This is an optimization exercise on Yosys and OpenROAD, whose aim is small area, not a production implementation. Function was checked by simulation only, so behaviour that the tests miss may differ from the original. No activity file was given, so power comes from the tool's default toggle rates.

`flow/design.v`:
```
module i2c_burst_mem #(
    parameter int DATA_W = 8,
    parameter int ADDR_W = 7
) (
    input  logic              clk,
    input  logic              reset,
    input  logic              start,
    input  logic              stop,
    input  logic              rw,
    input  logic              rx_valid,
    input  logic [DATA_W-1:0] rx_data,
    input  logic              tx_req,
    input  logic              wp,
    output logic              tx_valid,
    output logic [DATA_W-1:0] tx_data,
    output logic              ack,
    output logic [ADDR_W-1:0] ptr,
    output logic              busy
);
    localparam int DEPTH = 1 << ADDR_W;
    localparam int NP    = DEPTH / 2;      
    localparam int PW    = ADDR_W - 1;     
    localparam logic [1:0] IDLE = 2'b00, ADDR = 2'b01, WRITE = 2'b10, READ = 2'b11;
    logic [1:0]        state;
    logic [1:0]        p;                  
    logic              c1, c2;             
    logic              dp;                 
    logic [DATA_W-1:0] hd;                 
    logic              bus_ctrl, rx_ev, tx_ev, wr_en;
    logic              imm, wnow, in_g, pol_w, pol_r;
    logic [1:0]        pn;
    logic [PW-1:0]     tp;                 
    logic [PW-1:0]     rp;                 
    logic [DATA_W-1:0] wd, dw, rd;
    logic [NP-1:0]     en_n, hn, selg_n, self_n;
    logic [DATA_W-1:0] g [NP];
    logic [DATA_W-1:0] f [NP];
    logic [DATA_W-1:0] y [NP];
    assign busy     = state != IDLE;
    assign bus_ctrl = start | stop;
    assign rx_ev    = rx_valid & ~bus_ctrl;
    assign tx_ev    = tx_req & ~bus_ctrl;
    assign wr_en    = (state == WRITE) & rx_ev & ~wp;
    assign in_g = ptr[0] == p[0];
    assign imm  = ~in_g;
    assign wnow = (wr_en & imm) | dp;
    assign tp   = ptr[ADDR_W-1:1] - PW'(dp & ~ptr[0]);
    assign rp   = ptr[ADDR_W-1:1];
    assign pn    = p + 2'd1;
    assign pol_w = pn[0] ^ pn[1];
    assign wd    = dp ? hd : rx_data;
    assign dw    = wnow ? ~(wd ^ {DATA_W{pol_w}}) : '1;
    localparam int LA = 3;
    localparam int NA = 1 << LA;
    localparam int NB = NP / NA;
    logic [NA-1:0] ta, twa, rga, rfa;
    logic [NB-1:0] tb, twb, rb;
    for (genvar i = 0; i < NA; i++) begin : g_pa
        assign ta[i]  = tp[LA-1:0] == LA'(i);
        assign twa[i] = (wnow & ta[i]) | c2;
        assign rga[i] = (rp[LA-1:0] == LA'(i)) & in_g;
        assign rfa[i] = (rp[LA-1:0] == LA'(i)) & ~in_g;
    end
    for (genvar j = 0; j < NB; j++) begin : g_pb
        assign tb[j]  = tp[PW-1:LA] == (PW-LA)'(j);
        assign twb[j] = tb[j] | c2;
        assign rb[j]  = rp[PW-1:LA] == (PW-LA)'(j);
    end
    for (genvar k = 0; k < NP; k++) begin : g_pair
        assign en_n[k]   = ~(ta[k%NA] & tb[k/NA]);
        assign hn[k]     = twa[k%NA] & twb[k/NA];
        assign selg_n[k] = ~(rga[k%NA] & rb[k/NA]);
        assign self_n[k] = ~(rfa[k%NA] & rb[k/NA]);
        for (genvar b = 0; b < DATA_W; b++) begin : g_bit
            i2c_burst_mem_cell u_cell (
                .clk(clk), .hn(hn[k]), .en_n(en_n[k]), .dw(dw[b]),
                .g(g[k][b]), .f(f[k][b])
            );
            i2c_burst_mem_rsel u_rsel (
                .s0(g[k][b]), .sel0_n(selg_n[k]),
                .s1(f[k][b]), .sel1_n(self_n[k]),
                .y(y[k][b])
            );
        end
    end
    logic [DATA_W-1:0] ry;
    always_comb begin
        ry = '0;
        for (int k = 0; k < NP; k++)
            ry = ry | y[k];
    end
    assign pol_r = in_g ? (p[0] ^ p[1]) : p[1];
    assign rd    = (~ry ^ {DATA_W{pol_r}}) & {DATA_W{~c2}};
    always_ff @(posedge clk or posedge reset) begin
        if (reset) begin
            p  <= 2'd2;
            c1 <= 1'b1;
            c2 <= 1'b1;
            dp <= 1'b0;
        end else begin
            p  <= pn;
            c1 <= 1'b0;
            c2 <= c1;
            dp <= wr_en & ~imm;
        end
    end
    always_ff @(posedge clk)
        hd <= rx_data;
    always_ff @(posedge clk or posedge reset) begin
        if (reset) begin
            state    <= IDLE;
            ptr      <= '0;
            ack      <= 1'b0;
            tx_valid <= 1'b0;
            tx_data  <= '0;
        end else begin
            tx_valid <= 1'b0;
            if (start) begin
                state <= rw ? READ : ADDR;
            end else if (stop) begin
                state <= IDLE;
            end else begin
                case (state)
                    ADDR: if (rx_ev) begin
                        ptr   <= rx_data[ADDR_W-1:0];
                        ack   <= 1'b1;
                        state <= WRITE;
                    end
                    WRITE: if (rx_ev) begin
                        ptr <= ptr + ADDR_W'(1);
                        ack <= ~wp;
                    end
                    READ: if (tx_ev) begin
                        tx_data  <= rd;
                        tx_valid <= 1'b1;
                        ptr      <= ptr + ADDR_W'(1);
                    end
                    default: ;
                endcase
            end
        end
    end
endmodule
module i2c_burst_mem_cell (
    input  logic clk,
    input  logic hn,
    input  logic en_n,
    input  logic dw,
    output logic g,
    output logic f
);
    always_ff @(posedge clk) begin
        g <= ~((f | hn) & (dw | en_n));
        f <= g;
    end
endmodule
module i2c_burst_mem_rsel (
    input  logic s0,
    input  logic sel0_n,
    input  logic s1,
    input  logic sel1_n,
    output logic y
);
    assign y = ~((s0 | sel0_n) & (s1 | sel1_n));
endmodule
```
`flow/run.sh`:
```
#!/bin/bash
# synth_recipe.tcl (not shown) runs the flow's synth.tcl, then flattens the netlist and writes it again
# the make line also repeats each setting of config.mk as NAME=value (left out here)
make -C /OpenROAD-flow-scripts/flow DESIGN_CONFIG=/design/flow/config.mk WORK_HOME=/design/flow/orfs CLKGATE_MAP_FILE= SYNTH_SCRIPT=/design/flow/synth_recipe.tcl finish
```
`flow/config.mk`:
```
export PLATFORM = sky130hd
export DESIGN_NAME = i2c_burst_mem
export DESIGN_NICKNAME = i2c_burst_mem
export VERILOG_FILES = /design/flow/design.v
export SDC_FILE = /design/flow/constraint.sdc
export NUM_CORES = 4
export LEC_CHECK = 0
export CAP_MARGIN = 20
export CORE_MARGIN = 2
export CORE_UTILIZATION = 40
export CTS_BUF_LIST = sky130_fd_sc_hd__clkbuf_16
export CTS_CLUSTER_DIAMETER = 120
export CTS_CLUSTER_SIZE = 25
export SLEW_MARGIN = 20
export SYNTH_HIERARCHICAL = 1
export SYNTH_MINIMUM_KEEP_SIZE = 0
```
`flow/constraint.sdc`:
```
create_clock -name core_clock -period 5.0 [get_ports {clk}]
set_input_delay 1.0000 -clock core_clock [delete_from_list [all_inputs] [get_ports {clk}]]
set_output_delay 1.0000 -clock core_clock [all_outputs]
set_load 0.01 [all_outputs]
```
==> metrics.md, run 1 <==
| Metric | Value |
|---|---|
| Status | `no timing/DRC/antenna violations` |
| Critical path launch point type | `flip-flop` |
| RSZ-0062 raised after global routing | `false` |
| Setup ws final | `289 ps` |
| Commonest cells in the netlist | `dfxtp_1 (1,032), o22ai_1 (1,028), nand2_1 (209)` |
| Final period utilization | `94.2%` |
| Die height | `283 µm` |
| DRC errors left | `0` |
| End of the worst hold path | `g_pair[1].g_bit[1].u_cell.f$_DFF_P_` |
| Detail Placement HPWL | `73,000 µm` |
| H-tree Lvls | `2` |
| DR vias | `25,300` |
| Worst EP required | `5540 ps` |
| Maximum clock path buffer count | `3` |
| # clock sinks | `1,056` |
| R2R depth | `10` |
| Worst-path clk slew | `100 ps` |
| Worst slew margin | `18.6%` |
| Crit. End Element | `flip-flop` |
| Synth Instances | `2,739` |
| Total of warnings raised by yosys | `11` |
| Core Footprint | `77,300 µm²` |
| Initial core utilization | `40.4%` |
| Xor-xnor portion of the synthesized cell area | `0.758%` |
| RR Endpoint | `tx_data[0]$_DFFE_PP0P_` |
| Die Area | `80,300 µm²` |
| Top delay family on crit path | `simple AND/OR/NAND/NOR gates` |
| Die width | `283 µm` |
| Arr. time, crit path | `5250 ps` |
| Tightest Pin Transition | `1220 ps` |
| Critical-path maximum fanout | `9` |
| Hold_buf cts | `0` |
| Simple-Gate Fraction of Synth Area | `8.04%` |
| FF+latch count, synth | `1,056` |
| CP max stage delay | `760 ps` |
| First-pass GRT wire length | `158,000 µm` |
| Initial antenna violation count | `2` |
| Synth area leaders | `dfxtp_1 (66%), o22ai_1 (21%), nor4_1 (2.7%)` |
| Number of I/O port buffers | `33` |
| Net Count, Synth | `2,758` |
| Multiplexer share of the synthesized area | `0.481%` |
| Vias in the first global route | `24,400` |
| Mapped Avg Cell Area | `11.4 µm²` |
| Synth Cell Area | `31,200 µm²` |
| Static Leak | `12.7 nW` |
| Setup bufs post-CTS | `0` |
| IO Count | `34` |
| Post-synthesis compound-gate area fraction | `21.8%` |
| HP Class | `reg -> reg` |
| Largest family of logic cells by synthesized area | `compound AO/OA/AOI/OAI gates` |
| Final non-filler cell total | `3,897` |
| Largest net degree at the start of global routing | `65` |
| Post-Synth Adder-Cell Area | `0.120%` |
| Avg WL per Cell | `27.5 µm` |
| GPL Wtd Cong | `0.901` |
| Primary FF master, synth | `dfxtp_1` |
| Inserted Clock Buffers | `48` |
| Clock skew | `23.6 ps` |
| Max VDD drop | `0.273 mV` |
| Detailed Routing Iterations Pass 1 | `6` |
| Critical Setup Path Class | `reg -> reg` |
| Critical-path top delay cell | `xor2_1` |
| Yosys top cell area share | `66.2%` |
| EDFF count, synth | `0` |
| Clock Latency Late Sink | `640 ps` |
| Post-cts resize count | `0` |
| Finish-stage setup viols | `0` |
| Ratio of cells with drive above 1 in the final layout | `5.40%` |
| Fillcell total | `7,153` |
| Cell row count | `102` |
| Synth-to-Final Area Change | `10.8%` |
| CTS tree | `yes` |
| Finished Cell Area | `34,600 µm²` |
| Most frequent cell after synthesis | `dfxtp_1` |
| CP dominant cell by count | `nor4_1` |
| # nets final | `2,865` |
| Global Route Usage Sum | `25.7%` |
| Seq/Total Area, Yosys | `68.1%` |
| Hold path startpoint | `g_pair[1].g_bit[1].u_cell.g$_DFF_P_` |
| Unique cell type count in the Yosys netlist | `48` |
| Placed cell area | `33,300 µm²` |
| Hold-critical path depth | `0` |
| Final Hold Violating Endpoints | `0` |
| Cells along the critical path | `xor2_1 -> nor2_1 -> buf_4 -> nand2_1 -> o22ai_1 -> nor4_1 -> nand4_1 -> nor4_1 -> xnor2_1 -> a22o_1` |
| Dpl cells | `3,836` |
| DRT iter0 DRCs | `2,808` |
| Vias/cell | `6.50` |
| Critical R2R Launch | `ptr[0]$_DFFE_PP0P_` |
| Setup slack at placement | `473 ps` |
| Max-capacitance violation count | `0` |
| Grt total ovfl | `0` |
| P per Cell Area | `520 nW/µm²` |
| Async set-reset flop share out of synthesis | `2.27%` |
| Minimum clock period | `4710 ps` |
| Post-synth top area cell | `dfxtp_1` |
| Buf/Inv on CP | `1` |
| Max Slew Vio Count | `0` |
| Peak Freq | `212 MHz` |
| Setup slack, reg-to-reg | `290 ps` |
| Total Wirelength | `107,000 µm` |
| Routed Antenna Nets | `0` |
| Root buffer cell | `clkbuf_16` |
[registers in the layout, summed over array words and instances, names as in the netlist, 2 cells and up]
| register | cells |
|---|---|
| tx_data | 8 |
| g_pair.g_bit.u_cell.g | 512 |
| hd | 8 |
| p | 2 |
| state | 2 |
| ptr | 7 |
| g_pair.g_bit.u_cell.f | 512 |
[layout by cell type (no fill, tap or decap), drive strengths merged, types with 2 or more instances in the layout]
cell type,synthesis,layout
a21oi,21,21
a22o,8,8
a31oi,2,2
and2,6,6
and3,4,4
buf,20,58
clkbuf,14,49
clkdlybuf4s50,0,33
dfrtp,21,21
dfstp,3,3
dfxtp,1032,1032
diode,0,3
ha,3,3
inv,10,18
mux2i,15,15
nand2,209,209
nand2b,6,6
nand3,9,9
nand4,34,34
nor2,100,100
nor2b,3,3
nor3,8,8
nor4,136,136
o21ai,5,5
o22ai,1030,1030
o32ai,4,4
xnor2,12,12
xor2,12,12
[modules after synthesis, one instance, submodules excluded]
module | flops+latches | cells
i2c_burst_mem | 32 | 691
i2c_burst_mem_cell | 2 | 3
i2c_burst_mem_rsel | 0 | 1
[kinds of logic (layout without fill, tap and decap cells)]
kind of cell	Yosys count	count (layout)
AO/OA/AOI/OAI	1075	1075
flip-flops	1056	1056
AND/OR/NAND/NOR	521	521
buffers and inverters	44	159
XOR/XNOR	24	24
multiplexers	15	15
adder cells (fa/ha/maj)	3	3
other	1	4
[area by class of cell]
| cell class | count | area [µm²] | area share (%) |
|---|---|---|---|
| antenna | 3 | 7.51 | 0.0217 |
| inverter | 10 | 37.5 | 0.109 |
| clock inverter | 9 | 60.1 | 0.174 |
| sequential | 1056 | 21300 | 61.5 |
| clock buffer | 49 | 1230 | 3.55 |
| timing repair buffer | 91 | 826 | 2.39 |
| multi-input combinational | 1639 | 9860 | 28.5 |
| tap | 1040 | 1300 | 3.76 |
[per-layer routing]
layer | track usage, % | vias to the layer above | share of wire, %
li1 | - | 11100 | -
met1 | 35.4 | 12600 | 43
met5 | 0 | - | 0
met4 | 11.4 | 0 | 4.9
met3 | 4.90 | 296 | 8.9
met2 | 39.1 | 1353 | 43
[how the worst max path moves through the flow]
stage                       start                                   to  slack (ps)  depth (start not counted)
2_1_floorplan                stop  g_pair[0].g_bit[0].u_cell.g$_DFF_P_        2000                          6
3_3_place_gp   ptr[0]$_DFFE_PP0P_               tx_data[0]$_DFFE_PP0P_        -400                         10
3_5_place_dp   ptr[0]$_DFFE_PP0P_               tx_data[2]$_DFFE_PP0P_         470                         10
4_1_cts        ptr[0]$_DFFE_PP0P_               tx_data[2]$_DFFE_PP0P_         440                         10
5_1_grt        ptr[0]$_DFFE_PP0P_               tx_data[0]$_DFFE_PP0P_         100                         10
6_report       ptr[0]$_DFFE_PP0P_               tx_data[0]$_DFFE_PP0P_         290                         10
[per-stage QoR]
step | hold slack, ps | power [mW] | utilization [%] | setup TNS, ps
final | 348 | 18.0 | 44.7 | 0
after global routing | 356 | 18.6 | 44.7 | 0
after CTS | 347 | 17.9 | 44.7 | 0
after detailed placement | 337 | 13.7 | 43.0 | 0
after global placement | 334 | 13.5 | 42.9 | -2440
after floorplan | 332 | 12.3 | - | 0
[report_power, final]
group	total [mW]	internal (mW)	switching (mW)	leakage, nW
combinational	2.70	0.981	1.72	3.06
clock	4.38	1.78	2.60	0.655
sequential	10.9	9.99	0.901	8.99
total	18.0	12.8	5.22	12.7
==> run 2, diff against run 1 <==
--- a/flow/design.v
+++ b/flow/design.v
@@ -28,13 +28,17 @@
     logic [DATA_W-1:0] hd;                 
     logic              bus_ctrl, rx_ev, tx_ev, wr_en;
-    logic              imm, wnow, in_g, pol_w, pol_r;
+    logic              imm, wnow, in_g, pol_w;
     logic [1:0]        pn;
     logic [PW-1:0]     tp;                 
     logic [PW-1:0]     rp;                 
+    logic [ADDR_W-1:0] ra;                 
+    logic              pol_g;
+    logic [DATA_W-1:0] gv;                 
+    logic [DATA_W-1:0] pf;                 
     logic [DATA_W-1:0] wd, dw, rd;
-    logic [NP-1:0]     en_n, hn, selg_n, self_n;
+    logic [NP-1:0]     en_n, hn, selg_n;
     logic [DATA_W-1:0] g [NP];
     logic [DATA_W-1:0] f [NP];
-    logic [DATA_W-1:0] y [NP];
+    logic [DATA_W-1:0] y [NP/2];
     assign busy     = state != IDLE;
     assign bus_ctrl = start | stop;
@@ -46,19 +50,19 @@
     assign wnow = (wr_en & imm) | dp;
     assign tp   = ptr[ADDR_W-1:1] - PW'(dp & ~ptr[0]);
-    assign rp   = ptr[ADDR_W-1:1];
+    assign ra   = in_g ? ptr : ptr + ADDR_W'(1);
+    assign rp   = ra[ADDR_W-1:1];
     assign pn    = p + 2'd1;
     assign pol_w = pn[0] ^ pn[1];
     assign wd    = dp ? hd : rx_data;
     assign dw    = wnow ? ~(wd ^ {DATA_W{pol_w}}) : '1;
-    localparam int LA = 3;
+    localparam int LA = PW / 2;
     localparam int NA = 1 << LA;
     localparam int NB = NP / NA;
-    logic [NA-1:0] ta, twa, rga, rfa;
+    logic [NA-1:0] ta, twa, ra_a;
     logic [NB-1:0] tb, twb, rb;
     for (genvar i = 0; i < NA; i++) begin : g_pa
         assign ta[i]  = tp[LA-1:0] == LA'(i);
         assign twa[i] = (wnow & ta[i]) | c2;
-        assign rga[i] = (rp[LA-1:0] == LA'(i)) & in_g;
-        assign rfa[i] = (rp[LA-1:0] == LA'(i)) & ~in_g;
+        assign ra_a[i] = rp[LA-1:0] == LA'(i);
     end
     for (genvar j = 0; j < NB; j++) begin : g_pb
@@ -70,6 +74,5 @@
         assign en_n[k]   = ~(ta[k%NA] & tb[k/NA]);
         assign hn[k]     = twa[k%NA] & twb[k/NA];
-        assign selg_n[k] = ~(rga[k%NA] & rb[k/NA]);
-        assign self_n[k] = ~(rfa[k%NA] & rb[k/NA]);
+        assign selg_n[k] = ~(ra_a[k%NA] & rb[k/NA]);
         for (genvar b = 0; b < DATA_W; b++) begin : g_bit
             i2c_burst_mem_cell u_cell (
@@ -77,8 +80,12 @@
                 .g(g[k][b]), .f(f[k][b])
             );
+        end
+    end
+    for (genvar q = 0; q < NP/2; q++) begin : g_rsel
+        for (genvar b = 0; b < DATA_W; b++) begin : g_bit
             i2c_burst_mem_rsel u_rsel (
-                .s0(g[k][b]), .sel0_n(selg_n[k]),
-                .s1(f[k][b]), .sel1_n(self_n[k]),
-                .y(y[k][b])
+                .s0(g[2*q][b]), .sel0_n(selg_n[2*q]),
+                .s1(g[2*q+1][b]), .sel1_n(selg_n[2*q+1]),
+                .y(y[q][b])
             );
         end
@@ -87,9 +94,10 @@
     always_comb begin
         ry = '0;
-        for (int k = 0; k < NP; k++)
-            ry = ry | y[k];
+        for (int q = 0; q < NP/2; q++)
+            ry = ry | y[q];
     end
-    assign pol_r = in_g ? (p[0] ^ p[1]) : p[1];
-    assign rd    = (~ry ^ {DATA_W{pol_r}}) & {DATA_W{~c2}};
+    assign pol_g = p[0] ^ p[1];
+    assign gv    = ~ry ^ {DATA_W{pol_g}};
+    assign rd    = (in_g ? gv : pf) & {DATA_W{~c2}};
     always_ff @(posedge clk or posedge reset) begin
         if (reset) begin
@@ -105,6 +113,8 @@
         end
     end
-    always_ff @(posedge clk)
+    always_ff @(posedge clk) begin
         hd <= rx_data;
+        pf <= gv;
+    end
     always_ff @(posedge clk or posedge reset) begin
         if (reset) begin
==> metrics.md, run 2 <==
| Metric | Value |
|---|---|
| Die Area | `75,700 µm²` |
| Tightest Pin Transition | `1280 ps` |
| IO Count | `34` |
| Global Route Usage Sum | `23.9%` |
| Root buffer cell | `clkbuf_16` |
| Initial core utilization | `40.4%` |
| Final TNS setup | `0 ps` |
| RSZ-0062 raised after global routing | `false` |
| Vias/cell | `6.00` |
| Finish-stage setup viols | `0` |
| Seq/Total Area, Yosys | `72.9%` |
| GPL Wtd Cong | `0.879` |
| Die height | `275 µm` |
| Post-cts resize count | `0` |
| Commonest non-fill, non-tap cell in the layout | `dfxtp_1` |
| Critical-path maximum fanout | `11` |
| Status | `no timing/DRC/antenna violations` |
| Max layer used | `met4` |
| Static Leak | `12.4 nW` |
| Core Footprint | `72,800 µm²` |
| Net Count, Synth | `2,414` |
| Cell row count | `99` |
| Total of warnings raised by yosys | `11` |
| Avg WL per Cell | `26.1 µm` |
| Async set-reset flop share out of synthesis | `2.26%` |
| Largest net degree at the start of global routing | `65` |
| Hold_buf cts | `0` |
| HP Class | `reg -> reg` |
| Worst setup startpoint | `ptr[1]$_DFFE_PP0P_` |
| Inserted Clock Buffers | `48` |
| Clock skew | `32.3 ps` |
| Commonest cells in the netlist | `dfxtp_1 (1,040), o22ai_1 (768), nand2_1 (108)` |
| DRC errors left | `0` |
| Minimum clock period | `4570 ps` |
| Synth Cell Area | `29,400 µm²` |
| Critical R2R Launch | `ptr[1]$_DFFE_PP0P_` |
| H-tree Lvls | `2` |
| Detailed Routing Iterations Pass 1 | `6` |
| Max Slew Vio Count | `0` |
| Yosys top cell area share | `70.8%` |
| # clock sinks | `1,064` |
| Clock Latency Late Sink | `630 ps` |
| # nets final | `2,546` |
| Worst slew margin | `14.5%` |
| DR WL met3 | `7090 µm` |
| CTS tree | `yes` |
| P per Cell Area | `622 nW/µm²` |
| Grt total ovfl | `0` |
| Arr. time, crit path | `5080 ps` |
| Seq pwr share | `57.5%` |
| Setup slack at placement | `524 ps` |
| Fillcell total | `6,639` |
| Synth area leaders | `dfxtp_1 (71%), o22ai_1 (16%), dfrtp_1 (1.8%)` |
| Net Sw Power | `6.36 mW` |
| Sw frac | `31.1%` |
| EDFF count, synth | `0` |
| Mapped Avg Cell Area | `12.3 µm²` |
| DR vias | `21,000` |
| Most frequent cells in the layout | `dfxtp_1 (1,040), o22ai_1 (768), nor2_1 (104), nand2_1 (100), buf_4 (78)` |
| Vias in the first global route | `21,100` |
| Largest regs | `g_pair.g_bit.u_cell.f (512), g_pair.g_bit.u_cell.g (512)` |
| Initial antenna violation count | `0` |
| Synth Instances | `2,395` |
| Primary FF master, synth | `dfxtp_1` |
| Hold path startpoint | `g_pair[50].g_bit[7].u_cell.g$_DFF_P_` |
| Most frequent cell after synthesis | `dfxtp_1` |
| Critical path launch point type | `flip-flop` |
| Worst-path clk slew | `100 ps` |
| Max VDD drop | `0.329 mV` |
| Met1 Wirelength | `40,000 µm` |
| Logic pwr share | `21.2%` |
| First-pass GRT wire length | `137,000 µm` |
| Met2 WL | `41,100 µm` |
| Final period utilization | `91.4%` |
| Routed Antenna Nets | `0` |
| Number of I/O port buffers | `33` |
| Ratio of cells with drive above 1 in the final layout | `7.02%` |
| Die width | `275 µm` |
| Clock share of power | `21.4%` |
| Synth-to-Final Area Change | `11.8%` |
| Detail Placement HPWL | `59,200 µm` |
| Maximum clock path buffer count | `3` |
| # diodes | `0` |
| Setup ws final | `429 ps` |
| Critical Setup Path Class | `reg -> reg` |
| Setup bufs post-CTS | `0` |
| Post-synth top area cell | `dfxtp_1` |
| Crit. End Element | `flip-flop` |
| Int Power | `14.1 mW` |
| FF+latch count, synth | `1,064` |
| Unique cell type count in the Yosys netlist | `65` |
| Final Hold Violating Endpoints | `0` |
| Total Wirelength | `91,400 µm` |
| Max-capacitance violation count | `0` |
| DRT iter0 DRCs | `1,922` |
| Worst EP required | `5510 ps` |
| Peak Freq | `219 MHz` |
## run 2: cell types whose count changed in the layout (fill, tap and decap cells not counted), moves of 17 or more
cell     before  now
buf_4        51   78
o22ai_1    1028  768
nor4_1      136   65
nand3_1       9   53
nand2_1     201  100
nand4_1      34   17
## run 2: power by group through the flow
stage	Combinational [mW]	Clock, mW	Sequential, mW
6_report	4.34	4.37	11.8
5_1_grt	4.56	4.73	12.0
4_1_cts	4.25	4.42	11.8
3_5_place_dp	4.23	0	11.9
3_3_place_gp	4.14	0	11.8
2_1_floorplan	2.30	0	11.5
## run 2: per-layer routing
| metal | GRT usage, % | vias up |
|---|---|---|
| met5 | 0 | - |
| met4 | 8.48 | 0 |
| met3 | 4.07 | 171 |
| met2 | 37.5 | 915 |
| met1 | 33.3 | 10400 |
| li1 | - | 9467 |
## run 2: through the flow
stage / total power [mW] / hold slack [ps] / util, % / instance area [µm²] / instances
floorplan: 13.8 / 332 / - / 29400 / 2395
global placement: 16.0 / 333 / 43.3 / 31600 / 3436
detailed placement: 16.1 / 337 / 43.3 / 31600 / 3436
CTS: 20.4 / 339 / 45.1 / 32900 / 3495
global route: 21.2 / 338 / 45.2 / 32900 / 3495
finish: 20.5 / 341 / 45.2 / 32900 / 3495
## run 2: final timing paths
kind	to	slack, ps	depth (start not counted)
max in group asynchronous	p[1]$_DFF_PP1_	3860	3
setup reg to reg	tx_data[4]$_DFFE_PP0P_	430	13
min in group asynchronous	tx_data[3]$_DFFE_PP0P_	780	3
hold / removal	g_pair[50].g_bit[7].u_cell.f$_DFF_P_	340	0
setup / recovery	tx_data[4]$_DFFE_PP0P_	430	13
hold reg to reg	g_pair[50].g_bit[7].u_cell.f$_DFF_P_	340	0
## run 2: critical path, stage by stage, from the launching register on
cell     delay (ps)
dfrtp_1         550
ha_1            430
xnor2_1         240
nand2_1          90
o32ai_1         200
and2_0         1030
nand3_1         550
o22ai_1         420
nor4_1          140
buf_4           160
nand4_1         190
nor2_1           80
xor2_1          150
a21o_1          200
## run 2: cells by family (layout without fill, tap and decap cells)
family	count (synthesis)	in the layout	share of synthesized area, %
AO/OA/AOI/OAI	854	854	18.7
other	1	1	0.0128
adder cells (fa/ha/maj)	3	3	0.128
buffers and inverters	44	185	0.621
AND/OR/NAND/NOR	390	390	6.41
XOR/XNOR	28	28	0.885
flip-flops	1064	1064	72.9
multiplexers	11	11	0.379
## run 2: area by class of cell
class,count,area [µm²],share of cell area (%)
clock buffers,50,1250,3.80
flip-flops and latches,1064,21400,65.1
repair buffers,117,1040,3.15
multi-input cells,1287,7880,24.0
inverters,9,33.8,0.103
clock inverters,9,58.8,0.179
well taps,959,1200,3.65
## run 2: Yosys stat by module (local to each module, per instance)
module / flops+latches / area [µm²] / cells
i2c_burst_mem_cell: 2 / 46.3 / 3
i2c_burst_mem_rsel: 0 / 6.26 / 1
i2c_burst_mem: 40 / 4100 / 603
==> run 3, diff against run 2 <==
==> flow/flow/run.sh (new file) <==
#!/bin/bash
# The standard layout (standard.sh, unchanged synthesis and steps) with two settings of its own:
# - every input and output port gets a sky130_fd_sc_hd__buf_2 as its port buffer, in place of
#   the default clkdlybuf4s50_1;
set -euo pipefail
export BUFFER_PORTS_ARGS="-buffer_cell sky130_fd_sc_hd__buf_2"
export CTS_ARGS="-sink_clustering_enable -repair_clock_nets -sink_clustering_size 25 -sink_clustering_max_diameter 120 -buf_list sky130_fd_sc_hd__clkbuf_16 -dont_use_dummy_load"
bash standard.sh > standard.log 2>&1
==> flow/standard.sh (new file) <==
#!/bin/bash
# synth_recipe.tcl (not shown) runs the flow's synth.tcl, then flattens the netlist and writes it again
# the make line also repeats each setting of config.mk as NAME=value (left out here)
make -C /OpenROAD-flow-scripts/flow DESIGN_CONFIG=/design/flow/config.mk WORK_HOME=/design/flow/orfs CLKGATE_MAP_FILE= SYNTH_SCRIPT=/design/flow/synth_recipe.tcl "${@:-finish}"
removed: flow/run.sh
==> metrics.md, run 3 <==
| Metric | Value |
|---|---|
| Finish-stage setup viols | `0` |
| Multi-input logic area | `7910 µm²` |
| Die width | `275 µm` |
| Crit. End Element | `flip-flop` |
| Arr. time, crit path | `5050 ps` |
| Critical-path maximum fanout | `12` |
| HP Class | `reg -> reg` |
| Total Wirelength | `93,800 µm` |
| Die Area | `75,700 µm²` |
| Final TNS setup | `0 ps` |
| Hold-critical path depth | `0` |
| Cells along the critical path | `nand4b_1 -> xnor2_2 -> buf_4 -> buf_4 -> nor2_1 -> nand2_1 -> o22ai_1 -> nor4_1 -> nand4_1 -> nor2_1 -> xor2_1 -> a21o_1` |
| Die height | `275 µm` |
| Vias in the first global route | `21,100` |
| P per Cell Area | `623 nW/µm²` |
| Max VDD drop | `0.325 mV` |
| R2R depth | `12` |
| Core Footprint | `72,800 µm²` |
| CP max stage delay | `870 ps` |
| Most frequent cells in the layout | `dfxtp_1 (1,040), o22ai_1 (768), nor2_1 (104), nand2_1 (100), buf_4 (66)` |
| DRT iter0 DRCs | `1,791` |
| First-pass GRT wire length | `140,000 µm` |
| Clock Latency Late Sink | `630 ps` |
| DR vias | `21,300` |
| Largest net degree at the start of global routing | `65` |
| Peak Freq | `221 MHz` |
| Maximum clock path buffer count | `3` |
| Hold_buf cts | `0` |
| Detail Placement HPWL | `62,100 µm` |
| Max Slew Vio Count | `0` |
| Fillcell total | `6,675` |
| Initial antenna violation count | `1` |
| RSZ-0062 raised after global routing | `false` |
| Worst-path clk slew | `90 ps` |
| Synth-to-Final Area Change | `10.4%` |
| Worst EP required | `5530 ps` |
| Setup bufs post-CTS | `0` |
| Grt total ovfl | `0` |
| Vias/cell | `6.13` |
| Fin util | `44.6%` |
| Top delay family on crit path | `simple AND/OR/NAND/NOR gates` |
| Minimum clock period | `4520 ps` |
| Critical-path top delay cell | `xnor2_2` |
| Most frequent cell after synthesis | `dfxtp_1` |
| # diodes | `0` |
| Critical Setup Path Class | `reg -> reg` |
| H-tree Lvls | `2` |
| Synth area leaders | `dfxtp_1 (71%), o22ai_1 (16%), dfrtp_1 (1.8%)` |
| FF+latch area | `21,400 µm²` |
| Clock skew | `49.6 ps` |
| # nets final | `2,529` |
| Unique cell type count in the Yosys netlist | `65` |
| Root buffer cell | `clkbuf_16` |
| Static Leak | `12.2 nW` |
| Primary FF master, synth | `dfxtp_1` |
| Net Count, Synth | `2,414` |
| GPL Wtd Cong | `0.983` |
| CTS tree | `yes` |
| EDFF count, synth | `0` |
| Async set-reset flop share out of synthesis | `2.26%` |
| Synth Instances | `2,395` |
| Largest regs | `g_pair.g_bit.u_cell.f (512), g_pair.g_bit.u_cell.g (512)` |
| Post-synth top area cell | `dfxtp_1` |
| Seq/Total Area, Yosys | `72.9%` |
| Number of I/O port buffers | `33` |
| Detailed Routing Iterations Pass 1 | `6` |
| WP depth | `12` |
| Max-capacitance violation count | `0` |
| Total of warnings raised by yosys | `11` |
| Worst slew margin | `21.1%` |
| Routed Antenna Nets | `0` |
| Commonest non-fill, non-tap cell in the layout | `dfxtp_1` |
| Cell row count | `99` |
| Status | `no timing/DRC/antenna violations` |
| Buf/Inv on CP | `2` |
| Tightest Pin Transition | `1180 ps` |
| Global Route Usage Sum | `24.5%` |
| Post-cts resize count | `0` |
| Final Hold Violating Endpoints | `0` |
| Final period utilization | `90.4%` |
| Commonest cells in the netlist | `dfxtp_1 (1,040), o22ai_1 (768), nand2_1 (108)` |
| # clock sinks | `1,064` |
| DRC errors left | `0` |
| Avg WL per Cell | `27.1 µm` |
| Inserted Clock Buffers | `48` |
| Critical path launch point type | `flip-flop` |
| Initial core utilization | `40.4%` |
| Ratio of cells with drive above 1 in the final layout | `7.81%` |
| IO Count | `34` |
| Synth Cell Area | `29,400 µm²` |
| FF+latch count, synth | `1,064` |
| Mapped Avg Cell Area | `12.3 µm²` |
| Yosys top cell area share | `70.8%` |
run 3: cell counts after synthesis:
Identical to the previous run, type by type.
run 3: where the power goes:
part | switching, mW | internal (mW) | leakage [nW]
Sequential | 1.17 | 10.7 | 9.05
Combinational | 2.66 | 1.44 | 2.53
Clock | 2.50 | 1.72 | 0.592
Total | 6.33 | 13.9 | 12.2
run 3: cells by family (layout without fill, tap and decap cells):
group | Yosys count | in the layout | synth area share [%]
compound gates | 854 | 854 | 18.7
xor+xnor | 28 | 28 | 0.885
fa+ha+maj | 3 | 3 | 0.128
buf+inv | 44 | 157 | 0.621
flops | 1064 | 1064 | 72.9
mux | 11 | 11 | 0.379
other cells | 1 | 1 | 0.0128
simple gates | 390 | 390 | 6.41
run 3: worst paths after layout:
path,startpoint,to,slack (ps)
setup reg to reg,ptr[0]$_DFFE_PP0P_,tx_data[2]$_DFFE_PP0P_,480
setup / recovery,ptr[0]$_DFFE_PP0P_,tx_data[2]$_DFFE_PP0P_,480
min in group asynchronous,reset,ptr[6]$_DFFE_PP0P_,450
hold / removal,g_pair[60].g_bit[5].u_cell.g$_DFF_P_,g_pair[60].g_bit[5].u_cell.f$_DFF_P_,320
hold reg to reg,g_pair[60].g_bit[5].u_cell.g$_DFF_P_,g_pair[60].g_bit[5].u_cell.f$_DFF_P_,320
max in group asynchronous,reset,p[1]$_DFF_PP1_,4170
run 3: through the flow:
step                area (µm²)  cells  power (mW)  hold WS, ps  worst slack (ps)
floorplan                29400   2395        13.8          332              1490
global placement         31200   3419        15.9          335               662
detailed placement       31200   3419        16.0          337               719
CTS                      32400   3467        20.1          323               668
global route             32400   3467        20.9          319               285
finish                   32400   3467        20.2          321               478
run 3: layout make-up:
| class | instances | area share [%] |
|---|---|---|
| Clock buffer | 48 | 3.70 |
| Timing Repair Buffer | 100 | 2.10 |
| Multi-Input combinational cell | 1287 | 24.4 |
| Sequential cell | 1064 | 66.0 |
| Tap cell | 959 | 3.70 |
| Inverter | 9 | 0.104 |
run 3: modules after synthesis, one instance, submodules excluded:
| module | flip-flops and latches | copies in the design |
|---|---|---|
| i2c_burst_mem_rsel | 0 | 256 |
| i2c_burst_mem | 40 | 1 |
| i2c_burst_mem_cell | 2 | 512 |
run 3: routing by layer:
layer,up-vias,part of all wire (%),GRT usage [%]
met1,10600,43,33.4
met3,230,8.1,5.06
met2,1036,45,38.4
met5,-,0.014,0
li1,9427,-,-
met4,2,4.1,8.98
run 3: worst reg2reg max path: stages (launching register included):
cell,delay [ps]
dfrtp_1,610
nand4b_1,310
xnor2_2,870
buf_4,270
buf_4,190
nor2_1,120
nand2_1,260
o22ai_1,160
nor4_1,860
nand4_1,300
nor2_1,190
xor2_1,100
a21o_1,200
==> run 4, diff against run 3 <==
--- a/flow/flow/run.sh
+++ b/flow/flow/run.sh
@@ -3,5 +3,9 @@
 # - every input and output port gets a sky130_fd_sc_hd__buf_2 as its port buffer, in place of
 #   the default clkdlybuf4s50_1;
+# - after global routing, gates off the critical paths are downsized (RECOVER_POWER 100).
+# The make output (every tool's full output) goes to standard.log in the folder this runs in;
+# ORFS also keeps a log per step under orfs/logs/.
 set -euo pipefail
+export RECOVER_POWER=100
 export BUFFER_PORTS_ARGS="-buffer_cell sky130_fd_sc_hd__buf_2"
 export CTS_ARGS="-sink_clustering_enable -repair_clock_nets -sink_clustering_size 25 -sink_clustering_max_diameter 120 -buf_list sky130_fd_sc_hd__clkbuf_16 -dont_use_dummy_load"
==> metrics.md, run 4 <==
| Metric | Value |
|---|---|
| Maximum clock path buffer count | `3` |
| Final TNS setup | `0 ps` |
| Critical path launch point type | `flip-flop` |
| Worst EP required | `5530 ps` |
| Hold-critical path depth | `0` |
| Arr. time, crit path | `5040 ps` |
| Number of I/O port buffers | `33` |
| Minimum clock period | `4510 ps` |
| Primary FF master, synth | `dfxtp_1` |
| Worst slew margin | `-22.2%` |
| Grt total ovfl | `0` |
| Clock share of power | `20.9%` |
| Max-capacitance violation count | `2` |
| RSZ-0062 raised after global routing | `false` |
| Routed Antenna Nets | `0` |
| Critical-path top delay cell | `xnor2_2` |
| Sw frac | `31.3%` |
| Placed cell area | `31,200 µm²` |
| DRT iter0 DRCs | `1,885` |
| Logic pwr share | `20.1%` |
| Buf/Inv on CP | `2` |
| Ratio of cells with drive above 1 in the final layout | `6.10%` |
| Max VDD drop | `0.325 mV` |
| Post-synth top area cell | `dfxtp_1` |
| Crit. End Element | `flip-flop` |
| Synth area leaders | `dfxtp_1 (71%), o22ai_1 (16%), dfrtp_1 (1.8%)` |
| Synth Instances | `2,395` |
| Peak Freq | `222 MHz` |
| Worst-path clk slew | `90 ps` |
| Mapped Avg Cell Area | `12.3 µm²` |
| Net Count, Synth | `2,414` |
| Post-synthesis compound-gate area fraction | `18.7%` |
| Synth Cell Area | `29,400 µm²` |
| Layout check faults | `max-capacitance violations, max-slew violations` |
| DR vias | `21,300` |
| Met1 usage in global routing | `33.4%` |
| # clock sinks | `1,064` |
| Global Route Usage Sum | `24.5%` |
| Largest net degree at the start of global routing | `65` |
| Final period utilization | `90.1%` |
| Xor-xnor portion of the synthesized cell area | `0.885%` |
| Async set-reset flop share out of synthesis | `2.26%` |
| Net Sw Power | `6.32 mW` |
| # nets final | `2,529` |
| R2R depth | `12` |
| Synth-to-Final Area Change | `9.93%` |
| Max Slew Vio Count | `35` |
| CTS tree | `yes` |
| Finish-stage setup viols | `0` |
| Vias/cell | `6.14` |
| Hold_buf cts | `0` |
| Multiplexer share of the synthesized area | `0.379%` |
| Die width | `275 µm` |
| Unique cell type count in the Yosys netlist | `65` |
| Vias in the first global route | `21,100` |
| Initial core utilization | `40.4%` |
| EDFF count, synth | `0` |
| Tightest Pin Transition | `1830 ps` |
| Static Leak | `12.1 nW` |
| Fin util | `44.4%` |
| Yosys top cell area share | `70.8%` |
| Most frequent cells in the layout | `dfxtp_1 (1,040), o22ai_1 (772), nor2_1 (108), nand2_1 (100), nor4_1 (65)` |
| Detail Placement HPWL | `62,100 µm` |
| GR peak layer | `met2` |
| Simple-Gate Fraction of Synth Area | `6.41%` |
| Avg WL per Cell | `27.1 µm` |
| H-tree Lvls | `2` |
| Commonest non-fill, non-tap cell in the layout | `dfxtp_1` |
| IO Count | `34` |
| Clock Latency Late Sink | `630 ps` |
| FF+latch count, synth | `1,064` |
| Cell row count | `99` |
| Largest family of logic cells by synthesized area | `compound AO/OA/AOI/OAI gates` |
| Post-cts resize count | `0` |
| Commonest cells in the netlist | `dfxtp_1 (1,040), o22ai_1 (768), nand2_1 (108)` |
| Initial antenna violation count | `2` |
| Cells along the critical path | `nand4b_1 -> xnor2_2 -> buf_4 -> buf_4 -> nor2_1 -> nand2_1 -> o22ai_1 -> nor4_1 -> nand4_1 -> nor2_1 -> xor2_1 -> a21o_1` |
| Critical Setup Path Class | `reg -> reg` |
| GPL Wtd Cong | `0.983` |
| Post-Synth Adder-Cell Area | `0.128%` |
| Seq pwr share | `58.9%` |
| Total Wirelength | `94,000 µm` |
| Total of warnings raised by yosys | `11` |
| Status | `finished with violations` |
| Critical-path maximum fanout | `12` |
| Top delay family on crit path | `simple AND/OR/NAND/NOR gates` |
| Routing usage on met3 | `5.06%` |
| Die Area | `75,700 µm²` |
| CP max stage delay | `850 ps` |
| Seq/Total Area, Yosys | `72.9%` |
| Largest regs | `g_pair.g_bit.u_cell.f (512), g_pair.g_bit.u_cell.g (512)` |
| Most frequent cell after synthesis | `dfxtp_1` |
| Finished Cell Area | `32,300 µm²` |
| Die height | `275 µm` |
| Setup bufs post-CTS | `0` |
| Core Footprint | `72,800 µm²` |
| Int Power | `13.9 mW` |
| DRC errors left | `0` |
| Inserted Clock Buffers | `48` |
| Worst hold slack | `322 ps` |
| HP Class | `reg -> reg` |
| Final Hold Violating Endpoints | `0` |
| Met2 usage | `38.4%` |
| Clock skew | `49.7 ps` |
| Root buffer cell | `clkbuf_16` |
| P per Cell Area | `624 nW/µm²` |
| Detailed Routing Iterations Pass 1 | `6` |
| First-pass GRT wire length | `140,000 µm` |
| WP depth | `12` |
run 4: cell counts after synthesis:
Identical to the previous run, type by type.
run 4: cell families (layout without fill, tap and decap cells):
| kind of cell | count (synthesis) | in the layout |
|---|---|---|
| DFF | 1064 | 1064 |
| AOI/OAI and AO/OA | 854 | 854 |
| and+or+nand+nor | 390 | 390 |
| buffers and inverters | 44 | 157 |
| xor gates and xnor gates | 28 | 28 |
| muxes | 11 | 11 |
| adders and majority gates | 3 | 3 |
| other | 1 | 2 |
run 4: modules after synthesis (local to each module, per instance):
module,flops+latches,times used,cell area [µm²]
i2c_burst_mem_cell,2,512,46.3
i2c_burst_mem_rsel,0,256,6.26
i2c_burst_mem,40,1,4100
run 4: power by group through the flow:
stage	registers, mW	logic, mW	clock network, mW
after floorplan	11.5	2.30	0
after global placement	12.0	3.91	0
after detailed placement	12.0	3.96	0
after CTS	11.9	3.99	4.28
after global routing	12.1	4.26	4.58
final	11.9	4.06	4.22
run 4: metrics by stage:
stage | power (mW) | worst slack, ps | std cells
3_5_place_dp | 16.0 | 719 | 3419
5_1_grt | 20.9 | 228 | 3467
6_report | 20.2 | 495 | 3468
3_3_place_gp | 15.9 | 662 | 3419
2_1_floorplan | 13.8 | 1490 | 2395
4_1_cts | 20.1 | 668 | 3467
run 4: path summary, 6_finish.rpt:
path,from,end,slack [ps]
max in group asynchronous,reset,state[0]$_DFFE_PP0P_,2900
hold reg to reg,g_pair[60].g_bit[5].u_cell.g$_DFF_P_,g_pair[60].g_bit[5].u_cell.f$_DFF_P_,320
hold / removal,g_pair[60].g_bit[5].u_cell.g$_DFF_P_,g_pair[60].g_bit[5].u_cell.f$_DFF_P_,320
setup reg to reg,ptr[0]$_DFFE_PP0P_,tx_data[2]$_DFFE_PP0P_,490
min in group asynchronous,reset,ptr[6]$_DFFE_PP0P_,1020
setup / recovery,ptr[0]$_DFFE_PP0P_,tx_data[2]$_DFFE_PP0P_,490
run 4: metal layers:
| metal | vias to the layer above | share of wire, % | routed length (µm) |
|---|---|---|---|
| li1 | 9436 | - | - |
| met1 | 10600 | 43 | 40700 |
| met2 | 1011 | 44 | 41700 |
| met3 | 222 | 8.0 | 7470 |
| met4 | 0 | 4.4 | 4110 |
| met5 | - | 0 | 0 |
run 4: final cells by class:
| class | instances | area [µm²] |
|---|---|---|
| repair buffers | 100 | 631 |
| multi-input cells | 1287 | 7830 |
| fillers | 6697 | 40500 |
| inverters | 9 | 33.8 |
| well taps | 959 | 1200 |
| diodes | 1 | 2.50 |
| flip-flops and latches | 1064 | 21400 |
| clock buffers | 48 | 1200 |
run 4: worst reg2reg max path, delay by kind of cell, from the launching register on:
kind	cells	cell delay (ps)
flops	1	610
simple gates	6	2020
xor+xnor	2	950
buf+inv	2	460
compound gates	2	390
==> run 5, diff against run 4 <==
==> flow/flow/run.sh (replaced) <==
#!/bin/bash
# The standard layout (standard.sh, unchanged synthesis and steps) with settings of its own:
# - every input and output port gets a sky130_fd_sc_hd__buf_2 as its port buffer, in place of
#   the default clkdlybuf4s50_1;
set -euo pipefail
export BUFFER_PORTS_ARGS="-buffer_cell sky130_fd_sc_hd__buf_2"
export CTS_ARGS="-sink_clustering_enable -repair_clock_nets -sink_clustering_size 25 -sink_clustering_max_diameter 120 -buf_list sky130_fd_sc_hd__clkbuf_16 -dont_use_dummy_load"
bash standard.sh > standard.log 2>&1
--- a/flow/config.mk
+++ b/flow/config.mk
@@ -12,4 +12,5 @@
 export CTS_CLUSTER_DIAMETER = 120
 export CTS_CLUSTER_SIZE = 25
+export PLACE_DENSITY = 0.8
 export SLEW_MARGIN = 20
 export SYNTH_HIERARCHICAL = 1
==> metrics.md, run 5 <==
| Metric | Value |
|---|---|
| Critical path launch point type | `flip-flop` |
| # diodes | `0` |
| Total Wirelength | `86,300 µm` |
| Dpl cells | `3,394` |
| HP Class | `reg -> reg` |
| H-tree Lvls | `2` |
| Routed Antenna Nets | `0` |
| Power, Total | `19.9 mW` |
| Minimum clock period | `4730 ps` |
| Status | `no timing/DRC/antenna violations` |
| Placed cell area | `31,000 µm²` |
| Commonest cells in the netlist | `dfxtp_1 (1,040), o22ai_1 (768), nand2_1 (108)` |
| CP dominant cell by count | `nor2_1` |
| Yosys top cell area share | `70.8%` |
| RSZ-0062 raised after global routing | `false` |
| CP max stage delay | `730 ps` |
| Core Footprint | `72,800 µm²` |
| Static Leak | `12.1 nW` |
| Net Count, Synth | `2,414` |
| P per Cell Area | `619 nW/µm²` |
| Logic pwr share | `19.5%` |
| Mapped Avg Cell Area | `12.3 µm²` |
| Detail Placement HPWL | `55,300 µm` |
| Async set-reset flop share out of synthesis | `2.26%` |
| Final Hold Violating Endpoints | `0` |
| Max Slew Vio Count | `0` |
| Worst EP required | `5540 ps` |
| Arr. time, crit path | `5260 ps` |
| Final TNS setup | `0 ps` |
| Post-synth top area cell | `dfxtp_1` |
| Inserted Clock Buffers | `48` |
| Largest net degree at the start of global routing | `65` |
| # nets final | `2,504` |
| Synth Instances | `2,395` |
| FF+latch count, synth | `1,064` |
| Clock skew | `56.4 ps` |
| Finish-stage setup viols | `0` |
| Critical Setup Path Class | `reg -> reg` |
| Most frequent cells in the layout | `dfxtp_1 (1,040), o22ai_1 (768), nor2_1 (104), nand2_1 (100), nor4_1 (65)` |
| Peak Freq | `212 MHz` |
| Avg WL per Cell | `25.1 µm` |
| Seq pwr share | `59.4%` |
| Total of warnings raised by yosys | `11` |
| Final non-filler cell total | `3,442` |
| Synth-to-Final Area Change | `9.61%` |
| # clock sinks | `1,064` |
| EDFF count, synth | `0` |
| Worst slew margin | `12.2%` |
| Int Power | `13.8 mW` |
| Cells along the critical path | `ha_1 -> nand3_1 -> nor2_1 -> xor2_1 -> nor2_1 -> nand3_1 -> o22ai_1 -> nor4_1 -> nand4_1 -> nor2_1 -> xor2_1 -> a21o_1` |
| Synth area leaders | `dfxtp_1 (71%), o22ai_1 (16%), dfrtp_1 (1.8%)` |
| Hold_buf cts | `0` |
| Max-capacitance violation count | `0` |
| Commonest non-fill, non-tap cell in the layout | `dfxtp_1` |
| Clock share of power | `21.1%` |
| Net Sw Power | `6.14 mW` |
| CTS tree | `yes` |
| Vias in the first global route | `20,700` |
| Cell row count | `99` |
| Number of I/O port buffers | `33` |
| Grt total ovfl | `0` |
| Crit. End Element | `flip-flop` |
| Initial antenna violation count | `0` |
| DRT iter0 DRCs | `2,479` |
| Initial core utilization | `40.4%` |
| DR vias | `21,400` |
| Final period utilization | `94.6%` |
| Vias/cell | `6.21` |
| Unique cell type count in the Yosys netlist | `65` |
| Worst-path clk slew | `100 ps` |
| Maximum clock path buffer count | `3` |
| First-pass GRT wire length | `129,000 µm` |
| Largest regs | `g_pair.g_bit.u_cell.f (512), g_pair.g_bit.u_cell.g (512)` |
| IO Count | `34` |
| Global Route Usage Sum | `22.2%` |
| Critical-path maximum fanout | `11` |
| Setup bufs post-CTS | `0` |
| Ratio of cells with drive above 1 in the final layout | `6.81%` |
| Most frequent cell after synthesis | `dfxtp_1` |
| Critical-path top delay cell | `nor4_1` |
| Synth Cell Area | `29,400 µm²` |
| Detailed Routing Iterations Pass 1 | `8` |
| Root buffer cell | `clkbuf_16` |
| Finished Cell Area | `32,200 µm²` |
| Post-cts resize count | `0` |
| Tightest Pin Transition | `1320 ps` |
| GPL Wtd Cong | `0.956` |
| Sw frac | `30.8%` |
| Seq/Total Area, Yosys | `72.9%` |
| DRC errors left | `0` |
| Die Area | `75,700 µm²` |
| Clock Latency Late Sink | `640 ps` |
| Die width | `275 µm` |
| Die height | `275 µm` |
| Primary FF master, synth | `dfxtp_1` |
| Max VDD drop | `0.303 mV` |
run 5: cell counts after synthesis:
Identical to the previous run, type by type.
run 5: layer usage:
metal	routed length [µm]	vias up	GRT usage [%]	part of all wire, %
li1	-	9389	-	-
met1	35300	10500	30.1	41
met2	36700	1224	33.0	43
met3	9610	271	5.75	11
met4	4570	0	10.6	5.3
met5	0	-	0	0
run 5: metrics by stage:
stage | hold WS [ps] | setup slack [ps] | utilization (%)
floorplan | 332 | 1490 | -
global placement | 331 | 467 | 42.6
detailed placement | 338 | 469 | 42.6
CTS | 322 | 446 | 44.3
global route | 327 | 89.2 | 44.3
finish | 316 | 272 | 44.3
run 5: power by group through the flow:
| stage | registers [mW] | clock network, mW | logic, mW |
|---|---|---|---|
| 6_report | 11.8 | 4.22 | 3.88 |
| 5_1_grt | 12.0 | 4.53 | 4.03 |
| 4_1_cts | 11.8 | 4.22 | 3.70 |
| 3_5_place_dp | 12.0 | 0 | 3.68 |
| 3_3_place_gp | 11.9 | 0 | 3.60 |
| 2_1_floorplan | 11.5 | 0 | 2.30 |
run 5: final timing paths:
check / slack (ps) / depth (start not counted) / endpoint / start
worst max-delay path: 270 / 12 / tx_data[5]$_DFFE_PP0P_ / ptr[1]$_DFFE_PP0P_
worst min-delay path: 320 / 0 / g_pair[56].g_bit[6].u_cell.f$_DFF_P_ / g_pair[56].g_bit[6].u_cell.g$_DFF_P_
worst max register to register: 270 / 12 / tx_data[5]$_DFFE_PP0P_ / ptr[1]$_DFFE_PP0P_
worst min register to register: 320 / 0 / g_pair[56].g_bit[6].u_cell.f$_DFF_P_ / g_pair[56].g_bit[6].u_cell.g$_DFF_P_
max in group asynchronous: 4210 / 3 / c1$_DFF_PP1_ / reset
min in group asynchronous: 440 / 3 / tx_valid$_DFF_PP0_ / reset
run 5: logic make-up (layout without fill, tap and decap cells):
logic type                 Yosys count  after routing  share of synthesized area [%]
muxes                               11             11                          0.379
DFF                               1064           1064                           72.9
and+or+nand+nor                    390            390                           6.41
buffers and inverters               44            132                          0.621
other                                1              1                         0.0128
AOI/OAI and AO/OA                  854            854                           18.7
xor gates and xnor gates            28             28                          0.885
adders and majority gates            3              3                          0.128
run 5: critical path: cells and delay by family, from the launching register on:
kind | cells | cell delay [ps]
DFF | 1 | 540
AOI/OAI and AO/OA | 2 | 370
xor gates and xnor gates | 2 | 800
and+or+nand+nor | 7 | 2480
adders and majority gates | 1 | 410
run 5: Yosys stat by module, one instance, submodules excluded:
module / copies in the design / flip-flops and latches / cells inside / cell area, µm²
i2c_burst_mem_cell: 512 / 2 / 3 / 46.3
i2c_burst_mem_rsel: 256 / 0 / 1 / 6.26
i2c_burst_mem: 1 / 40 / 603 / 4100
run 5: area by class of cell:
class                   count  area, µm²
fillers                  6578      40600
flip-flops and latches   1064      21400
multi-input cells        1287       7890
clock buffers              48       1200
well taps                 959       1200
repair buffers             75        480
inverters                   9       33.8
==> run 6, diff against run 5 <==
--- a/flow/design.v
+++ b/flow/design.v
@@ -26,5 +26,4 @@
     logic              c1, c2;             
     logic              dp;                 
-    logic [DATA_W-1:0] hd;                 
     logic              bus_ctrl, rx_ev, tx_ev, wr_en;
     logic              imm, wnow, in_g, pol_w;
@@ -35,5 +34,5 @@
     logic              pol_g;
     logic [DATA_W-1:0] gv;                 
-    logic [DATA_W-1:0] pf;                 
+    logic [DATA_W-1:0] m;
     logic [DATA_W-1:0] wd, dw, rd;
     logic [NP-1:0]     en_n, hn, selg_n;
@@ -54,5 +53,5 @@
     assign pn    = p + 2'd1;
     assign pol_w = pn[0] ^ pn[1];
-    assign wd    = dp ? hd : rx_data;
+    assign wd    = dp ? m : rx_data;
     assign dw    = wnow ? ~(wd ^ {DATA_W{pol_w}}) : '1;
     localparam int LA = PW / 2;
@@ -99,5 +98,5 @@
     assign pol_g = p[0] ^ p[1];
     assign gv    = ~ry ^ {DATA_W{pol_g}};
-    assign rd    = (in_g ? gv : pf) & {DATA_W{~c2}};
+    assign rd    = (in_g ? gv : m) & {DATA_W{~c2}};
     always_ff @(posedge clk or posedge reset) begin
         if (reset) begin
@@ -113,8 +112,6 @@
         end
     end
-    always_ff @(posedge clk) begin
-        hd <= rx_data;
-        pf <= gv;
-    end
+    always_ff @(posedge clk)
+        m <= wr_en ? rx_data : gv;
     always_ff @(posedge clk or posedge reset) begin
         if (reset) begin
--- a/flow/config.mk
+++ b/flow/config.mk
@@ -12,5 +12,4 @@
 export CTS_CLUSTER_DIAMETER = 120
 export CTS_CLUSTER_SIZE = 25
-export PLACE_DENSITY = 0.8
 export SLEW_MARGIN = 20
 export SYNTH_HIERARCHICAL = 1
==> metrics.md, run 6 <==
| Metric | Value |
|---|---|
| Status | `no timing/DRC/antenna violations` |
| Die height | `275 µm` |
| Yosys top cell area share | `70.3%` |
| Mapped Avg Cell Area | `12.2 µm²` |
| Total of warnings raised by yosys | `11` |
| # clock sinks | `1,056` |
| Synth area leaders | `dfxtp_1 (70%), o22ai_1 (16%), nand2_1 (2.2%)` |
| Critical-path maximum fanout | `11` |
| GPL Wtd Cong | `0.975` |
| Largest regs | `g_pair.g_bit.u_cell.f (512), g_pair.g_bit.u_cell.g (512)` |
| Final period utilization | `95.6%` |
| Multi-input logic area | `8000 µm²` |
| Core Footprint | `72,800 µm²` |
| Cell row count | `99` |
| FF+latch area | `21,300 µm²` |
| Detailed Routing Iterations Pass 1 | `6` |
| Primary FF master, synth | `dfxtp_1` |
| Static Leak | `12.1 nW` |
| Routed Antenna Nets | `0` |
| Most frequent cells in the layout | `dfxtp_1 (1,032), o22ai_1 (769), nand2_1 (161), nor2_1 (107), nor4_1 (64)` |
| CTS tree | `yes` |
| Total Wirelength | `93,400 µm` |
| Synth Instances | `2,410` |
| Critical path launch point type | `flip-flop` |
| Crit. End Element | `flip-flop` |
| Initial core utilization | `40.4%` |
| Fillcell total | `6,628` |
| DR vias | `21,300` |
| Hold_buf cts | `0` |
| Worst slew margin | `18.8%` |
| Net Count, Synth | `2,434` |
| Unique cell type count in the Yosys netlist | `66` |
| EDFF count, synth | `0` |
| Synth Cell Area | `29,400 µm²` |
| DRC errors left | `0` |
| DRT iter0 DRCs | `1,897` |
| Most frequent cell after synthesis | `dfxtp_1` |
| Post-cts resize count | `0` |
| First-pass GRT wire length | `139,000 µm` |
| P per Cell Area | `608 nW/µm²` |
| R2R depth | `12` |
| Worst EP required | `5510 ps` |
| Arr. time, crit path | `5300 ps` |
| Max VDD drop | `0.327 mV` |
| Largest net degree at the start of global routing | `65` |
| Dpl cells | `3,436` |
| FF+latch count, synth | `1,056` |
| Tightest Pin Transition | `1220 ps` |
| # nets final | `2,552` |
| Clock Latency Late Sink | `640 ps` |
| Fin util | `44.4%` |
| Setup bufs post-CTS | `0` |
| Minimum clock period | `4780 ps` |
| Die Area | `75,700 µm²` |
| Peak Freq | `209 MHz` |
| Final TNS setup | `0 ps` |
| Grt total ovfl | `0` |
| Ratio of cells with drive above 1 in the final layout | `7.88%` |
| Finish-stage setup viols | `0` |
| Initial antenna violation count | `1` |
| Max-capacitance violation count | `0` |
| Async set-reset flop share out of synthesis | `2.27%` |
| IO Count | `34` |
| Global Route Usage Sum | `24.4%` |
| Worst-path clk slew | `100 ps` |
| RSZ-0062 raised after global routing | `false` |
| Final Hold Violating Endpoints | `0` |
| Critical Setup Path Class | `reg -> reg` |
| Detail Placement HPWL | `61,600 µm` |
| Vias in the first global route | `21,200` |
| Die width | `275 µm` |
| Synth-to-Final Area Change | `10.1%` |
| Maximum clock path buffer count | `3` |
| Inserted Clock Buffers | `48` |
| Vias/cell | `6.12` |
| H-tree Lvls | `2` |
| Hold-critical path depth | `0` |
| Avg WL per Cell | `26.8 µm` |
| Clock skew | `68.8 ps` |
| Final non-filler cell total | `3,486` |
| Worst hold slack | `348 ps` |
| Post-synth top area cell | `dfxtp_1` |
| Number of I/O port buffers | `33` |
| Root buffer cell | `clkbuf_16` |
| Commonest cells in the netlist | `dfxtp_1 (1,032), o22ai_1 (769), nand2_1 (169)` |
| Power, Total | `19.7 mW` |
| Commonest non-fill, non-tap cell in the layout | `dfxtp_1` |
| HP Class | `reg -> reg` |
| Max Slew Vio Count | `0` |
| Seq/Total Area, Yosys | `72.3%` |
-- run 6: critical path, cell delays in order, from the launching register on --
cell	delay, ps
dfrtp_1	590
ha_1	410
nand3_1	230
o21a_1	270
o21ai_0	380
nor2_1	340
nand2_1	320
o22ai_1	170
nor4_1	920
nand4_1	380
nor2_1	270
xnor2_1	200
o211ai_1	140
-- run 6: cell families after synthesis --
family | Yosys count | synth area share [%]
DFF | 1056 | 72.3
muxes | 17 | 0.698
xor gates and xnor gates | 25 | 0.821
AOI/OAI and AO/OA | 851 | 18.5
and+or+nand+nor | 414 | 6.57
buffers and inverters | 38 | 0.775
other | 1 | 0.0128
adders and majority gates | 8 | 0.341
-- run 6: through the flow --
stage / instance area [µm²] / setup slack, ps
5_1_grt: 32400 / 103
3_5_place_dp: 31100 / 498
4_1_cts: 32300 / 466
6_report: 32400 / 218
2_1_floorplan: 29400 / 1880
3_3_place_gp: 31100 / 546
-- run 6: per-module statistics from Yosys, one instance, submodules excluded --
module              cell area, µm²  copies in the design  flip-flops and latches
i2c_burst_mem_rsel            6.26                   256                       0
i2c_burst_mem_cell            46.3                   512                       2
i2c_burst_mem                 4090                     1                      32
-- run 6: layer usage --
layer  vias to the layer above  wire length [µm]  track usage, %
li1                       9430                 -               -
met1                     10600             40000            33.4
met2                      1038             40600            37.2
met3                       248              8350            5.14
met4                         2              4470            10.6
met5                         -                 8               0
-- run 6: layout make-up --
class / count / area share (%)
Clock buffer: 48 / 3.71
Multi-Input combinational cell: 1316 / 24.7
Antenna cell: 1 / 0.00773
Tap cell: 959 / 3.71
Timing Repair Buffer: 93 / 2.02
Sequential cell: 1056 / 65.7
Inverter: 13 / 0.151
-- run 6: path summary, 6_finish.rpt --
kind	start	to	slack, ps
setup / recovery	ptr[0]$_DFFE_PP0P_	tx_data[2]$_DFFE_PP0P_	220
hold / removal	g_pair[4].g_bit[7].u_cell.g$_DFF_P_	g_pair[4].g_bit[7].u_cell.f$_DFF_P_	350
setup reg to reg	ptr[0]$_DFFE_PP0P_	tx_data[2]$_DFFE_PP0P_	220
hold reg to reg	g_pair[4].g_bit[7].u_cell.g$_DFF_P_	g_pair[4].g_bit[7].u_cell.f$_DFF_P_	350
max in group asynchronous	reset	ptr[1]$_DFFE_PP0P_	4110
min in group asynchronous	reset	ptr[3]$_DFFE_PP0P_	430
-- run 6: power by group --
group          switching (mW)  internal, mW
Sequential               1.17          10.6
Clock                    2.51          1.72
Combinational            2.34          1.32
Total                    6.01          13.7
==> run 7, diff against run 6 <==
--- a/flow/config.mk
+++ b/flow/config.mk
@@ -12,4 +12,5 @@
 export CTS_CLUSTER_DIAMETER = 120
 export CTS_CLUSTER_SIZE = 25
+export PLACE_DENSITY = 0.8
 export SLEW_MARGIN = 20
 export SYNTH_HIERARCHICAL = 1
==> metrics.md, run 7 <==
| Metric | Value |
|---|---|
| Status | `no timing/DRC/antenna violations` |
| Clock skew | `34.7 ps` |
| Arr. time, crit path | `4970 ps` |
| Net Count, Synth | `2,434` |
| Post-synth top area cell | `dfxtp_1` |
| Tightest Pin Transition | `1200 ps` |
| CP max stage delay | `780 ps` |
| EDFF count, synth | `0` |
| FF+latch count, synth | `1,056` |
| Most frequent cell after synthesis | `dfxtp_1` |
| Routed Antenna Nets | `0` |
| Global Route Usage Sum | `23.0%` |
| RSZ-0062 raised after global routing | `false` |
| RR Endpoint | `tx_data[0]$_DFFE_PP0P_` |
| # clock sinks | `1,056` |
| Synth area leaders | `dfxtp_1 (70%), o22ai_1 (16%), nand2_1 (2.2%)` |
| Simple-Gate Fraction of Synth Area | `6.57%` |
| Static Leak | `12.0 nW` |
| Clock Latency Late Sink | `630 ps` |
| Grt total ovfl | `0` |
| Worst hold slack | `334 ps` |
| Finish-stage setup viols | `0` |
| Avg WL per Cell | `25.8 µm` |
| DRC errors left | `0` |
| Setup slack, reg-to-reg | `530 ps` |
| Detailed Routing Iterations Pass 1 | `9` |
| Hold_buf cts | `0` |
| Core Footprint | `72,800 µm²` |
| Post-synthesis compound-gate area fraction | `18.5%` |
| Final TNS setup | `0 ps` |
| Initial core utilization | `40.4%` |
| Critical Setup Path Class | `reg -> reg` |
| Total Wirelength | `89,500 µm` |
| CP dominant cell by count | `nor2_1` |
| Largest regs | `g_pair.g_bit.u_cell.f (512), g_pair.g_bit.u_cell.g (512)` |
| Final period utilization | `89.3%` |
| Top delay family on crit path | `simple AND/OR/NAND/NOR gates` |
| Number of I/O port buffers | `33` |
| Worst slew margin | `19.7%` |
| Worst-path clk slew | `100 ps` |
| DRT iter0 DRCs | `2,936` |
| Primary FF master, synth | `dfxtp_1` |
| Vias/cell | `6.21` |
| Yosys top cell area share | `70.3%` |
| Seq/Total Area, Yosys | `72.3%` |
| WP depth | `12` |
| Mapped Avg Cell Area | `12.2 µm²` |
| GPL Wtd Cong | `1.01` |
| Crit. End Element | `flip-flop` |
| Cell row count | `99` |
| Worst setup startpoint | `ptr[0]$_DFFE_PP0P_` |
| Worst EP required | `5510 ps` |
| Largest family of logic cells by synthesized area | `compound AO/OA/AOI/OAI gates` |
| Peak Freq | `224 MHz` |
| Synth Instances | `2,410` |
| Die width | `275 µm` |
| H-tree Lvls | `2` |
| Unique cell type count in the Yosys netlist | `66` |
| Commonest cells in the netlist | `dfxtp_1 (1,032), o22ai_1 (769), nand2_1 (169)` |
| Detail Placement HPWL | `58,700 µm` |
| Initial antenna violation count | `1` |
| Die Area | `75,700 µm²` |
| Inserted Clock Buffers | `48` |
| Commonest non-fill, non-tap cell in the layout | `dfxtp_1` |
| DR vias | `21,500` |
| Buf/Inv on CP | `0` |
| Total of warnings raised by yosys | `11` |
| Critical Path End | `tx_data[0]$_DFFE_PP0P_` |
| Max Slew Vio Count | `0` |
| Final Hold Violating Endpoints | `0` |
| Setup bufs post-CTS | `0` |
==> run 7: cell count changes in the layout (fill, tap and decap cells not counted), sizes merged <==
cell and delta:
diode -1, clkinv -1, inv +1, buf -19
==> run 7: layout make-up <==
class                   instances  area [µm²]  share of cell area, %
inverters                      13        48.8                  0.152
well taps                     959        1200                   3.73
repair buffers                 74         473                   1.47
flip-flops and latches       1056       21300                   66.1
multi-input cells            1316        7970                   24.8
clock buffers                  48        1200                   3.74
==> run 7: kinds of logic (layout without fill, tap and decap cells) <==
kind of cell / count (synthesis) / count (layout)
simple gates: 414 / 414
flops: 1056 / 1056
mux: 17 / 17
xor+xnor: 25 / 25
compound gates: 851 / 851
fa+ha+maj: 8 / 8
buf+inv: 38 / 135
other cells: 1 / 1
==> run 7: worst register-to-register path, cell delays in order, from the launching register on <==
cell,delay (ps)
dfrtp_1,580
ha_1,410
nand3_1,220
o21a_1,270
o21ai_0,350
nor2_1,310
nand2_1,360
o22ai_1,210
nor4_1,780
nand4_1,350
nor2_1,220
xnor2_1,160
o211ai_1,120
==> run 7: metal layers <==
| layer | part of all wire, % | up-vias | track usage [%] |
|---|---|---|---|
| met5 | 0 | - | 0 |
| met4 | 6.3 | 0 | 12.4 |
| met3 | 12 | 318 | 7.34 |
| met2 | 41 | 1357 | 32.9 |
| met1 | 40 | 10500 | 30.9 |
| li1 | - | 9389 | - |
==> run 7: how the worst min path moves through the flow <==
| stage | startpoint | end | depth (start not counted) |
|---|---|---|---|
| after detailed placement | g_pair[27].g_bit[1].u_cell.g$_DFF_P_ | g_pair[27].g_bit[1].u_cell.f$_DFF_P_ | 0 |
| after CTS | g_pair[29].g_bit[6].u_cell.g$_DFF_P_ | g_pair[29].g_bit[6].u_cell.f$_DFF_P_ | 0 |
| after global routing | g_pair[29].g_bit[6].u_cell.g$_DFF_P_ | g_pair[29].g_bit[6].u_cell.f$_DFF_P_ | 0 |
| after floorplan | g_pair[11].g_bit[0].u_cell.g$_DFF_P_ | g_pair[11].g_bit[0].u_cell.f$_DFF_P_ | 0 |
| after global placement | g_pair[59].g_bit[1].u_cell.g$_DFF_P_ | g_pair[59].g_bit[1].u_cell.f$_DFF_P_ | 0 |
| final | g_pair[29].g_bit[6].u_cell.g$_DFF_P_ | g_pair[29].g_bit[6].u_cell.f$_DFF_P_ | 0 |
==> run 7: modules after synthesis, one instance, submodules excluded <==
module	cells	flops+latches	area (µm²)	copies in the design
i2c_burst_mem	618	32	4090	1
i2c_burst_mem_cell	3	2	46.3	512
i2c_burst_mem_rsel	1	0	6.26	256
==> run 7: through the flow <==
step / instances / setup slack [ps] / area [µm²] / utilization [%] / total power [mW]
after global routing: 3466 / 314 / 32200 / 44.1 / 20.1
after CTS: 3466 / 807 / 32200 / 44.1 / 19.3
after detailed placement: 3418 / 855 / 31000 / 42.5 / 15.2
after floorplan: 2410 / 1880 / 29400 / - / 13.6
final: 3466 / 535 / 32200 / 44.1 / 19.5
after global placement: 3418 / 792 / 31000 / 42.5 / 15.1
==> run 7: report_power, final <==
part / switching, mW / internal, mW / total [mW]
Combinational: 2.19 / 1.26 / 3.44
Clock: 2.46 / 1.72 / 4.18
Sequential: 1.23 / 10.6 / 11.9
Total: 5.88 / 13.6 / 19.5

Setup slack of run 7, layout unchanged: 0.535 ns with ideal ports, 0.535 ns with driving cells assumed (clock clkbuf_16, inputs buf_2), 0.535 ns with port delays also shifted by the 0.673 ns mid clock arrival.
